From an optimization exercise on the open Yosys and OpenROAD flow, aimed at small area, a short achievable clock period and few clock cycles per item; shortcuts taken in it are not production practice. At most, simulation tests tie the RTL to the original design; equivalence was not proved. No activity file was given, so power comes from the tool's default toggle rates.

==> run E <==
// chip8_instruction_execute_top
module chip8_instruction_execute_top #(
    parameter int unsigned STACK_DEPTH = 16
) (
    input  wire logic        aclk,
    input  wire logic        aresetn,
    input  wire logic        cfg_valid,
    output logic             cfg_ready,
    input  wire logic [11:0] cfg_start_address,
    input  wire logic        s_valid,
    output logic             s_ready,
    input  wire logic [15:0] s_instruction,
    output logic             m_valid,
    input  wire logic        m_ready,
    output logic [11:0]      m_pc_value,
    output logic [11:0]      m_index_value,
    output logic             m_reg_written,
    output logic [3:0]       m_reg_number,
    output logic [7:0]       m_vreg_data,
    output logic             m_flag_written,
    output logic             m_flag_value,
    output logic [1:0]       m_status
);
Settings: LEC_CHECK=0, ABC_AREA=1, ABC_CLOCK_PERIOD_IN_PS=2500, CAP_MARGIN=20, CORE_MARGIN=2, CORE_UTILIZATION=55, CTS_CLUSTER_DIAMETER=100, CTS_CLUSTER_SIZE=25, SETUP_SLACK_MARGIN=4.5, SLEW_MARGIN=20, TNS_END_PERCENT=20; clock period 7.0 ns.
standard.sh (not shown) runs the stock make flow with config.mk's settings and CLKGATE_MAP_FILE= SYNTH_SCRIPT=/design/flow/synth_recipe.tcl, a recipe that flattens the netlist after the stock synthesis.
==> flow/flow/run.sh <==
#!/bin/bash
# The standard synthesis; then only its combinational logic is mapped
# again, with ABC's default script (flip-flops keep their cells and names);
# then the standard layout from that netlist, with plain buffers
# (buf_2) on the input and output ports.
set -euo pipefail
R="$PWD/orfs/results/$FLOW_PLATFORM/chip8_instruction_execute_top/base"
LIB="$FLOW_HOME/platforms/$FLOW_PLATFORM/lib/sky130_fd_sc_hd__tt_025C_1v80.lib"
YOSYS="${YOSYS_EXE:-$(command -v yosys)}"

bash standard.sh synth > standard_synth.log 2>&1

# the platform's combinational cells as Verilog, from their liberty functions
python3 flow/genmodels.py "$LIB" > cell_models.v 2> genmodels.log
cp "$R/1_2_yosys.v" synth_standard.v
REMAP_LIB="$LIB" REMAP_IN=synth_standard.v REMAP_OUT="$R/1_2_yosys.v" \
REMAP_TOP="$FLOW_TOP" REMAP_MODELS=cell_models.v \
REMAP_DONT_USE="sky130_fd_sc_hd__probe_p_8 sky130_fd_sc_hd__probec_p_8 sky130_fd_sc_hd__lpflow_*" \
  "$YOSYS" -c flow/remap.tcl > remap.log 2>&1

bash standard.sh BUFFER_PORTS_ARGS="-buffer_cell sky130_fd_sc_hd__buf_2" finish > standard_flow.log 2>&1
==> flow/flow/genmodels.py <==
import re,sys
lib=open(sys.argv[1]).read()
out=[]
# split into cells
for m in re.finditer(r'\n\s*cell\s*\(\s*"?(\w+)"?\s*\)\s*\{',lib):
    name=m.group(1)
    start=m.end(); depth=1; i=start
    while depth:
        c=lib[i]
        if c=='{': depth+=1
        elif c=='}': depth-=1
        i+=1
    body=lib[start:i]
    if re.search(r'\b(ff|latch|statetable)\s*\(',body): continue
    pins=[]
    for pm in re.finditer(r'\n\s*pin\s*\(\s*"?(\w+)"?\s*\)\s*\{',body):
        s=pm.end(); d=1; j=s
        while d:
            c=body[j]
            if c=='{': d+=1
            elif c=='}': d-=1
            j+=1
        pb=body[s:j]
        dm=re.search(r'direction\s*:\s*"?(\w+)"?',pb)
        fm=re.search(r'\bfunction\s*:\s*"([^"]*)"',pb)
        pins.append((pm.group(1),dm.group(1) if dm else None,fm.group(1) if fm else None))
    outs=[p for p in pins if p[1]=='output']
    ins=[p for p in pins if p[1]=='input']
    if not outs or any(p[2] is None for p in outs): continue
    if any(p[1] not in ('input','output') for p in pins): continue
    ports=[f"input {p[0]}" for p in ins]+[f"output {p[0]}" for p in outs]
    lines=[f"module {name}({', '.join(ports)});"]
    for p in outs:
        f=p[2].replace('!','~').replace('*','&').replace('+','|')
        f=re.sub(r"(\w+)'",r"~\1",f)
        lines.append(f"  assign {p[0]} = {f};")
    lines.append("endmodule")
    out.append("\n".join(lines))
print("\n".join(out))
==> flow/flow/remap.tcl <==
# Re-map the combinational logic of a synthesized netlist with ABC's default
# script; flip-flops keep their cells and instance names.
yosys -import
set lib $::env(REMAP_LIB)
read_liberty -lib $lib
read_verilog $::env(REMAP_IN)
hierarchy -top $::env(REMAP_TOP)
techmap -map $::env(REMAP_MODELS)
opt -purge
techmap
opt -fast -purge
set du {}
foreach c $::env(REMAP_DONT_USE) { lappend du -dont_use $c }
abc -liberty $lib {*}$du
opt_clean -purge
setundef -zero
splitnets
opt_clean -purge
hilomap -singleton -hicell sky130_fd_sc_hd__conb_1 HI -locell sky130_fd_sc_hd__conb_1 LO
insbuf -buf sky130_fd_sc_hd__buf_4 A X
check
stat -liberty $lib
write_verilog -noattr -noexpr -nohex -nodec $::env(REMAP_OUT)
==> inputs of run M, as changes to run E <==
--- a/flow/design.v
+++ b/flow/design.v
@@ -294,14 +294,14 @@
     assign r_adv   = !e_valid_reg || h_en;
     assign r_load  = r_adv || !r_valid_reg;
     assign accept  = s_valid && s_ready_reg;
     assign e_num = e_ins_reg[11:8];
     assign e_rw  = e_ctl_reg[1];
     assign e_fw  = e_ctl_reg[0];
-    assign w_rw  = e_valid_reg && e_rw;
-    assign w_fw  = e_valid_reg && e_fw;
+    assign w_rw  = e_fire && e_rw;
+    assign w_fw  = e_fire && e_fw;
     c8ie_predec u_predec (
         .ins (r_ins_reg),
         .ctl (r_ctl)
     );
     c8ie_vreg_file u_vregs (
         .aclk  (aclk),
@@ -332,13 +332,13 @@
     end
     c8ie_stack #(
         .STACK_DEPTH (STACK_DEPTH),
         .AW          (AW)
     ) u_stack (
         .aclk    (aclk),
-        .wr_en   (e_valid_reg && push),
+        .wr_en   (e_fire && push),
         .wr_addr (AW'(tp_reg + AW'(1))),
         .wr_data (pc_inc),
         .rd_addr (tp_reg),
         .rd_data (stack_top)
     );
     c8ie_exec u_exec (
==> flow/flow/run.sh (replaced) <==
#!/bin/bash
# The standard layout, with plain buffers (instead of the delay cells the
# resizer picks by default) on the input and output ports.
set -euo pipefail
bash standard.sh BUFFER_PORTS_ARGS="-buffer_cell sky130_fd_sc_hd__buf_2" finish > standard_flow.log 2>&1
CTS_CLUSTER_SIZE = 20   (was 25)
TNS_END_PERCENT = 5   (was 20)
removed: flow/flow/genmodels.py
removed: flow/flow/remap.tcl
==> impl_metrics.env <==
export IMPL_numCtsBuffers=21
export IMPL_drt_iter0_markers=2635
export IMPL_max_stage_delay_ns=0.57
export IMPL_seq_share=0.569
export IMPL_status="no timing/DRC/antenna violations"
export IMPL_slew_headroom=0.311
export IMPL_path_class="register to output port"
export IMPL_gr_usage_met2=0.463
export IMPL_cts_resized=51
export IMPL_dp_cells=1897
# the run above: run E

==> impl_metrics.env <==
export IMPL_status="no timing/DRC/antenna violations"
export IMPL_slew_headroom=0.362
export IMPL_drt_iter0_markers=1763
export IMPL_seq_share=0.556
export IMPL_path_class="input pin to register"
export IMPL_max_stage_delay_ns=0.74
# the run above: run M

Testbench counts of run E, summed over its fixed seeds: cycles 12,024, items 12,000.
Testbench counts of run M, summed over its fixed seeds: cycles 12,024, items 12,000.


==> run a: inputs <==
chip8_instruction_execute_top, a different RTL version from the one above (not shown whole).
export LEC_CHECK = 0
export ABC_CLOCK_PERIOD_IN_PS = 2500
export CAP_MARGIN = 20
export CORE_MARGIN = 2
export CORE_UTILIZATION = 40
export SETUP_SLACK_MARGIN = 4.3
export SLEW_MARGIN = 20
export TNS_END_PERCENT = 5
create_clock -name core_clock -period 7.0 [get_ports {aclk}]
run.sh (not shown) runs the stock make flow with config.mk's settings and CLKGATE_MAP_FILE= SYNTH_SCRIPT=/design/flow/synth_recipe.tcl, a recipe that flattens the netlist after the stock synthesis.
Stock flow here: none of the scripts above is used.
==> run b: changes against run a <==
--- a/flow/design.v
+++ b/flow/design.v
@@ -261,31 +261,30 @@
     output logic [11:0]      m_index_value,
     output logic             m_reg_written,
     output logic [3:0]       m_reg_number,
     output logic [7:0]       m_vreg_data,
     output logic             m_flag_written,
     output logic             m_flag_value,
     output logic [1:0]       m_status
 );
-    localparam int unsigned CW = $clog2(STACK_DEPTH + 1);
     localparam int unsigned AW = (STACK_DEPTH > 1) ? $clog2(STACK_DEPTH) : 1;
     localparam int unsigned RW = 17;    
     logic        s_ready_reg, rst_reg;
     logic        r_valid_reg, r2_valid_reg, e_valid_reg, h_valid_reg;
     logic        r_valid_nxt, r2_valid_nxt, e_valid_nxt, h_valid_nxt;
     logic        e_fire, r_adv, r_load, accept, h_en;
     logic [15:0] r_ins_reg, r2_ins_reg;
     logic [7:0]  rd_x, rd_y, fwd_x, fwd_y;
     logic [15:0] e_ins_reg;
     logic [7:0]  opx_reg, opy_reg;
     logic [7:0]  r_ctl, e_ctl_reg;
     logic [11:0]   pc_reg, idx_reg;
-    logic [CW-1:0] cnt_reg;
-    logic [AW-1:0] tp_reg;
+    logic [AW-1:0] tp_reg;      
+    logic          ne_reg;      
     logic [11:0] pc_next, pc_inc, idx_next, stack_top;
     logic        push, pop, e_rw, e_fw, e_fval, w_rw, w_fw;
     logic [7:0]  e_val;
     logic [1:0]  e_status;
     logic [3:0]  e_num;
     logic [RW-1:0] e_res;
     logic [RW-1:0] h_res_reg;
     assign cfg_ready = 1'b1;
@@ -293,18 +292,18 @@
     assign h_en    = !h_valid_reg || m_ready;
     assign e_fire  = e_valid_reg && h_en;
     assign r_adv   = !e_valid_reg || h_en;
     assign r_load  = r_adv || !r_valid_reg;
     assign accept  = s_valid && s_ready_reg;
     assign e_num = e_ins_reg[11:8];
     assign e_rw  = e_ctl_reg[1];
     assign e_fw  = e_ctl_reg[0];
-    assign w_rw  = e_fire && e_rw;
-    assign w_fw  = e_fire && e_fw;
+    assign w_rw  = e_valid_reg && e_rw;
+    assign w_fw  = e_valid_reg && e_fw;
     c8ie_predec u_predec (
         .ins (r_ins_reg),
         .ctl (r_ctl)
     );
     c8ie_vreg_file u_vregs (
         .aclk  (aclk),
         .clr   (rst_reg),
         .rw    (w_rw),
@@ -331,30 +330,30 @@
             fwd_y = e_val;
         end
     end
     c8ie_stack #(
         .STACK_DEPTH (STACK_DEPTH),
         .AW          (AW)
     ) u_stack (
         .aclk    (aclk),
-        .wr_en   (e_fire && push),
-        .wr_addr (cnt_reg[AW-1:0]),
+        .wr_en   (e_valid_reg && push),
+        .wr_addr (AW'(tp_reg + AW'(1))),
         .wr_data (pc_inc),
         .rd_addr (tp_reg),
         .rd_data (stack_top)
     );
     c8ie_exec u_exec (
         .ins       (e_ins_reg),
         .ctl       (e_ctl_reg),
         .clr       (rst_reg),
         .pc        (pc_reg),
         .idx       (idx_reg),
-        .empty     (cnt_reg == '0),
-        .full      (cnt_reg >= CW'(STACK_DEPTH)),
+        .empty     (!ne_reg),
+        .full      (ne_reg && tp_reg == AW'(STACK_DEPTH - 1)),
         .vx        (opx_reg),
         .vy        (opy_reg),
         .stack_top (stack_top),
         .pc_next   (pc_next),
         .pc_inc    (pc_inc),
         .idx_next  (idx_next),
         .push      (push),
         .pop       (pop),
@@ -381,35 +380,35 @@
             s_ready_reg  <= !r2_valid_nxt;
             r_valid_reg  <= r_valid_nxt;
             r2_valid_reg <= r2_valid_nxt;
             e_valid_reg  <= e_valid_nxt;
             h_valid_reg  <= h_valid_nxt;
         end
     end
     always_ff @(posedge aclk) begin
-        if (aresetn && cfg_valid) begin
+        if (cfg_valid) begin
             pc_reg <= cfg_start_address;
         end else if (rst_reg) begin
             pc_reg <= c8ie_pkg::RESET_START_ADDR;
         end else if (e_fire) begin
             pc_reg <= pc_next;
         end
         if (rst_reg) begin
             idx_reg <= '0;
-            cnt_reg <= '0;
-            tp_reg  <= '1;
+            ne_reg  <= 1'b0;
+            tp_reg  <= AW'(STACK_DEPTH - 1);
         end else if (e_fire) begin
             idx_reg <= idx_next;
             if (push) begin
-                cnt_reg <= cnt_reg + CW'(1);
-                tp_reg  <= tp_reg + AW'(1);
+                ne_reg  <= 1'b1;
+                tp_reg  <= AW'(tp_reg + AW'(1));
             end else if (pop) begin
-                cnt_reg <= cnt_reg - CW'(1);
-                tp_reg  <= tp_reg - AW'(1);
+                ne_reg  <= (tp_reg != '0);
+                tp_reg  <= AW'(tp_reg - AW'(1));
             end
         end
     end
     always_ff @(posedge aclk) begin
         if (r_load) begin
             r_ins_reg <= r2_valid_reg ? r2_ins_reg : s_instruction;
         end
         if (!r2_valid_reg) begin
==> flow/flow/run.sh (new file) <==
#!/bin/bash
# The standard layout, with plain buffers (instead of the delay cells the
# resizer picks by default) on the input and output ports.
set -euo pipefail
bash standard.sh BUFFER_PORTS_ARGS="-buffer_cell sky130_fd_sc_hd__buf_2" finish > standard_flow.log 2>&1
==> flow/standard.sh (new file) <==
#!/bin/bash
# synth_recipe.tcl (not shown) runs the flow's synth.tcl, then flattens the netlist and writes it again
# the make line also repeats each setting of config.mk as NAME=value (left out here)
make -C /OpenROAD-flow-scripts/flow DESIGN_CONFIG=/design/flow/config.mk WORK_HOME=/design/flow/orfs CLKGATE_MAP_FILE= SYNTH_SCRIPT=/design/flow/synth_recipe.tcl "${@:-finish}"
Settings changed: ABC_AREA from default to 1, CORE_UTILIZATION 40 to 62, CTS_CLUSTER_DIAMETER from default to 100, CTS_CLUSTER_SIZE from default to 25, SETUP_SLACK_MARGIN 4.3 to 4.5, TNS_END_PERCENT 5 to 20.
removed: flow/run.sh
==> run c: changes against run a <==
==> flow/flow/run.sh (new file) <==
#!/bin/bash
# The standard layout, with plain buffers (instead of the delay cells the
# resizer picks by default) on the input and output ports.
set -euo pipefail
bash standard.sh BUFFER_PORTS_ARGS="-buffer_cell sky130_fd_sc_hd__buf_2" finish > standard_flow.log 2>&1
==> flow/standard.sh (new file) <==
#!/bin/bash
# synth_recipe.tcl (not shown) runs the flow's synth.tcl, then flattens the netlist and writes it again
# the make line also repeats each setting of config.mk as NAME=value (left out here)
make -C /OpenROAD-flow-scripts/flow DESIGN_CONFIG=/design/flow/config.mk WORK_HOME=/design/flow/orfs CLKGATE_MAP_FILE= SYNTH_SCRIPT=/design/flow/synth_recipe.tcl "${@:-finish}"
Settings changed: SETUP_SLACK_MARGIN 4.3 to 4.5.
removed: flow/run.sh
==> run d: changes against run a <==
--- a/flow/design.v
+++ b/flow/design.v
@@ -261,31 +261,30 @@
     output logic [11:0]      m_index_value,
     output logic             m_reg_written,
     output logic [3:0]       m_reg_number,
     output logic [7:0]       m_vreg_data,
     output logic             m_flag_written,
     output logic             m_flag_value,
     output logic [1:0]       m_status
 );
-    localparam int unsigned CW = $clog2(STACK_DEPTH + 1);
     localparam int unsigned AW = (STACK_DEPTH > 1) ? $clog2(STACK_DEPTH) : 1;
     localparam int unsigned RW = 17;    
     logic        s_ready_reg, rst_reg;
     logic        r_valid_reg, r2_valid_reg, e_valid_reg, h_valid_reg;
     logic        r_valid_nxt, r2_valid_nxt, e_valid_nxt, h_valid_nxt;
     logic        e_fire, r_adv, r_load, accept, h_en;
     logic [15:0] r_ins_reg, r2_ins_reg;
     logic [7:0]  rd_x, rd_y, fwd_x, fwd_y;
     logic [15:0] e_ins_reg;
     logic [7:0]  opx_reg, opy_reg;
     logic [7:0]  r_ctl, e_ctl_reg;
     logic [11:0]   pc_reg, idx_reg;
-    logic [CW-1:0] cnt_reg;
-    logic [AW-1:0] tp_reg;
+    logic [AW-1:0] tp_reg;      
+    logic          ne_reg;      
     logic [11:0] pc_next, pc_inc, idx_next, stack_top;
     logic        push, pop, e_rw, e_fw, e_fval, w_rw, w_fw;
     logic [7:0]  e_val;
     logic [1:0]  e_status;
     logic [3:0]  e_num;
     logic [RW-1:0] e_res;
     logic [RW-1:0] h_res_reg;
     assign cfg_ready = 1'b1;
@@ -293,18 +292,18 @@
     assign h_en    = !h_valid_reg || m_ready;
     assign e_fire  = e_valid_reg && h_en;
     assign r_adv   = !e_valid_reg || h_en;
     assign r_load  = r_adv || !r_valid_reg;
     assign accept  = s_valid && s_ready_reg;
     assign e_num = e_ins_reg[11:8];
     assign e_rw  = e_ctl_reg[1];
     assign e_fw  = e_ctl_reg[0];
-    assign w_rw  = e_fire && e_rw;
-    assign w_fw  = e_fire && e_fw;
+    assign w_rw  = e_valid_reg && e_rw;
+    assign w_fw  = e_valid_reg && e_fw;
     c8ie_predec u_predec (
         .ins (r_ins_reg),
         .ctl (r_ctl)
     );
     c8ie_vreg_file u_vregs (
         .aclk  (aclk),
         .clr   (rst_reg),
         .rw    (w_rw),
@@ -331,30 +330,30 @@
             fwd_y = e_val;
         end
     end
     c8ie_stack #(
         .STACK_DEPTH (STACK_DEPTH),
         .AW          (AW)
     ) u_stack (
         .aclk    (aclk),
-        .wr_en   (e_fire && push),
-        .wr_addr (cnt_reg[AW-1:0]),
+        .wr_en   (e_valid_reg && push),
+        .wr_addr (AW'(tp_reg + AW'(1))),
         .wr_data (pc_inc),
         .rd_addr (tp_reg),
         .rd_data (stack_top)
     );
     c8ie_exec u_exec (
         .ins       (e_ins_reg),
         .ctl       (e_ctl_reg),
         .clr       (rst_reg),
         .pc        (pc_reg),
         .idx       (idx_reg),
-        .empty     (cnt_reg == '0),
-        .full      (cnt_reg >= CW'(STACK_DEPTH)),
+        .empty     (!ne_reg),
+        .full      (ne_reg && tp_reg == AW'(STACK_DEPTH - 1)),
         .vx        (opx_reg),
         .vy        (opy_reg),
         .stack_top (stack_top),
         .pc_next   (pc_next),
         .pc_inc    (pc_inc),
         .idx_next  (idx_next),
         .push      (push),
         .pop       (pop),
@@ -381,35 +380,35 @@
             s_ready_reg  <= !r2_valid_nxt;
             r_valid_reg  <= r_valid_nxt;
             r2_valid_reg <= r2_valid_nxt;
             e_valid_reg  <= e_valid_nxt;
             h_valid_reg  <= h_valid_nxt;
         end
     end
     always_ff @(posedge aclk) begin
-        if (aresetn && cfg_valid) begin
+        if (cfg_valid) begin
             pc_reg <= cfg_start_address;
         end else if (rst_reg) begin
             pc_reg <= c8ie_pkg::RESET_START_ADDR;
         end else if (e_fire) begin
             pc_reg <= pc_next;
         end
         if (rst_reg) begin
             idx_reg <= '0;
-            cnt_reg <= '0;
-            tp_reg  <= '1;
+            ne_reg  <= 1'b0;
+            tp_reg  <= AW'(STACK_DEPTH - 1);
         end else if (e_fire) begin
             idx_reg <= idx_next;
             if (push) begin
-                cnt_reg <= cnt_reg + CW'(1);
-                tp_reg  <= tp_reg + AW'(1);
+                ne_reg  <= 1'b1;
+                tp_reg  <= AW'(tp_reg + AW'(1));
             end else if (pop) begin
-                cnt_reg <= cnt_reg - CW'(1);
-                tp_reg  <= tp_reg - AW'(1);
+                ne_reg  <= (tp_reg != '0);
+                tp_reg  <= AW'(tp_reg - AW'(1));
             end
         end
     end
     always_ff @(posedge aclk) begin
         if (r_load) begin
             r_ins_reg <= r2_valid_reg ? r2_ins_reg : s_instruction;
         end
         if (!r2_valid_reg) begin
==> flow/flow/run.sh (new file) <==
#!/bin/bash
# The standard layout, with plain buffers (instead of the delay cells the
# resizer picks by default) on the input and output ports.
set -euo pipefail
bash standard.sh BUFFER_PORTS_ARGS="-buffer_cell sky130_fd_sc_hd__buf_2" finish > standard_flow.log 2>&1
==> flow/standard.sh (new file) <==
#!/bin/bash
# synth_recipe.tcl (not shown) runs the flow's synth.tcl, then flattens the netlist and writes it again
# the make line also repeats each setting of config.mk as NAME=value (left out here)
make -C /OpenROAD-flow-scripts/flow DESIGN_CONFIG=/design/flow/config.mk WORK_HOME=/design/flow/orfs CLKGATE_MAP_FILE= SYNTH_SCRIPT=/design/flow/synth_recipe.tcl "${@:-finish}"
Settings changed: ABC_AREA from default to 1, CORE_UTILIZATION 40 to 66, CTS_CLUSTER_DIAMETER from default to 100, CTS_CLUSTER_SIZE from default to 25, SETUP_SLACK_MARGIN 4.3 to 4.4, TNS_END_PERCENT 5 to 20.
removed: flow/run.sh
==> comparison <==
- Run a finished with timing, DRC and antenna clean. Run b finished clean. Run d produced a clean layout. Run c completed with no timing, DRC or antenna violations.
- Against run d, the setup slack of run a is lower by 260 ps.
- In run d the die area is lower than in run a, by 40%.
- Sequential power is about the same in run d and run b.
- Non-clock buffer count: run d < run b < run c < run a.
- Between run d and run b, the lower clock-buffer cell count is in run b (gap 7).
- Via count: run d > run b > run a > run c.
- Hold slack, highest first: run c, run b, run a, run d.
==> figures <==
metric                                                                   run b           run d          run a          run c
Number of stages on the worst hold path                                      2               2              0              1
Non-Filler Instances                                                      2669            2611           2414           2396
Reg2Reg Depth                                                                6              10              9             14
Synthesized-area fraction occupied by ao, oa, aoi and oai cells          8.10%           8.10%          10.3%          10.3%
Multiplexer share of the synthesized area                                   0%              0%          11.6%          11.6%
VDD IR max                                                          0.000205 V      0.000270 V     0.000198 V     0.000198 V
Endpoint arrival time on the critical path                             1270 ps         1300 ps        1560 ps        3020 ps
Run status                                    no timing/DRC/antenna violations  no timing/DRC/antenna violations  no timing/DRC/antenna violations  no timing/DRC/antenna violations
Proportion of cell area occupied by multi-input gates                    30.9%           31.0%          30.7%          31.5%
Number of cells in the design after placement                             2605            2557           2220           2218
Xor-xnor portion of the synthesized cell area                            1.47%           1.47%          2.15%          2.15%
Hold Crit Endpoint                                               r2_ins_reg[3]  r2_ins_reg[13]  e_ins_reg[13]  r2_ins_reg[2]
Number of buffers inserted to repair setup after CTS                        15              11             65             63
Minimum setup slack among reg-to-reg paths                             4390 ps         4340 ps        4130 ps        4210 ps
Required time of the worst setup path                                  5600 ps         5600 ps        5600 ps        7230 ps
Testbench counts of run b, summed over its fixed seeds: cycles 12,024, items 12,000.
Testbench counts of run d, summed over its fixed seeds: cycles 12,024, items 12,000.
The RTL of run a and run c was laid out without a check of its function.

==> what the ideal ports hide <==
Ports are ideal in the flow. The routed layouts listed here were re-timed in OpenROAD. Step 1 (the two cells are an assumption about what drives the block):
set clk [get_ports {aclk}]
set_driving_cell -lib_cell sky130_fd_sc_hd__clkbuf_16 $clk
set_driving_cell -lib_cell sky130_fd_sc_hd__buf_2 [delete_from_list [all_inputs] $clk]
Step 2, shift: input delay + t, output delay - t, t = (earliest + latest rising clock arrival at the registers) / 2. This alone moves slack from input paths to output paths. a / b / c = no drivers / after step 1 / after step 2; a / b = the first two.
run | t, ns | setup WS [ns] | hold slack, ns | worst register clock-pin slew, ns | worst data-port slew with drivers (ns)
run E | 0.611 | 4.256 / 4.199 / 3.820 | 0.463 / 0.463 / 0.463 | 0.11 / 0.11 | 0.04
run M | 0.635 | 4.286 / 4.256 / 3.688 | 0.456 / 0.456 / 0.456 | 0.09 / 0.09 | 0.04
run a | 0.658 | 4.040 / 3.979 / 3.625 | 0.456 / 0.456 / 0.456 | 0.07 / 0.07 | 0.05
run b | 0.597 | 4.328 / 4.269 / 3.815 | 0.459 / 0.459 / 0.459 | 0.10 / 0.10 | 0.05
run c | 0.647 | 4.208 / 4.210 / 3.600 | 0.473 / 0.473 / 0.473 | 0.07 / 0.07 | 0.06
run d | 0.599 | 4.299 / 4.246 / 3.778 | 0.455 / 0.455 / 0.455 | 0.11 / 0.11 | 0.07
After both steps every run listed still meets setup and hold. The setup slack of run c, which loses most, moves by +0.002 ns with the drivers and by -0.608 ns with both steps.
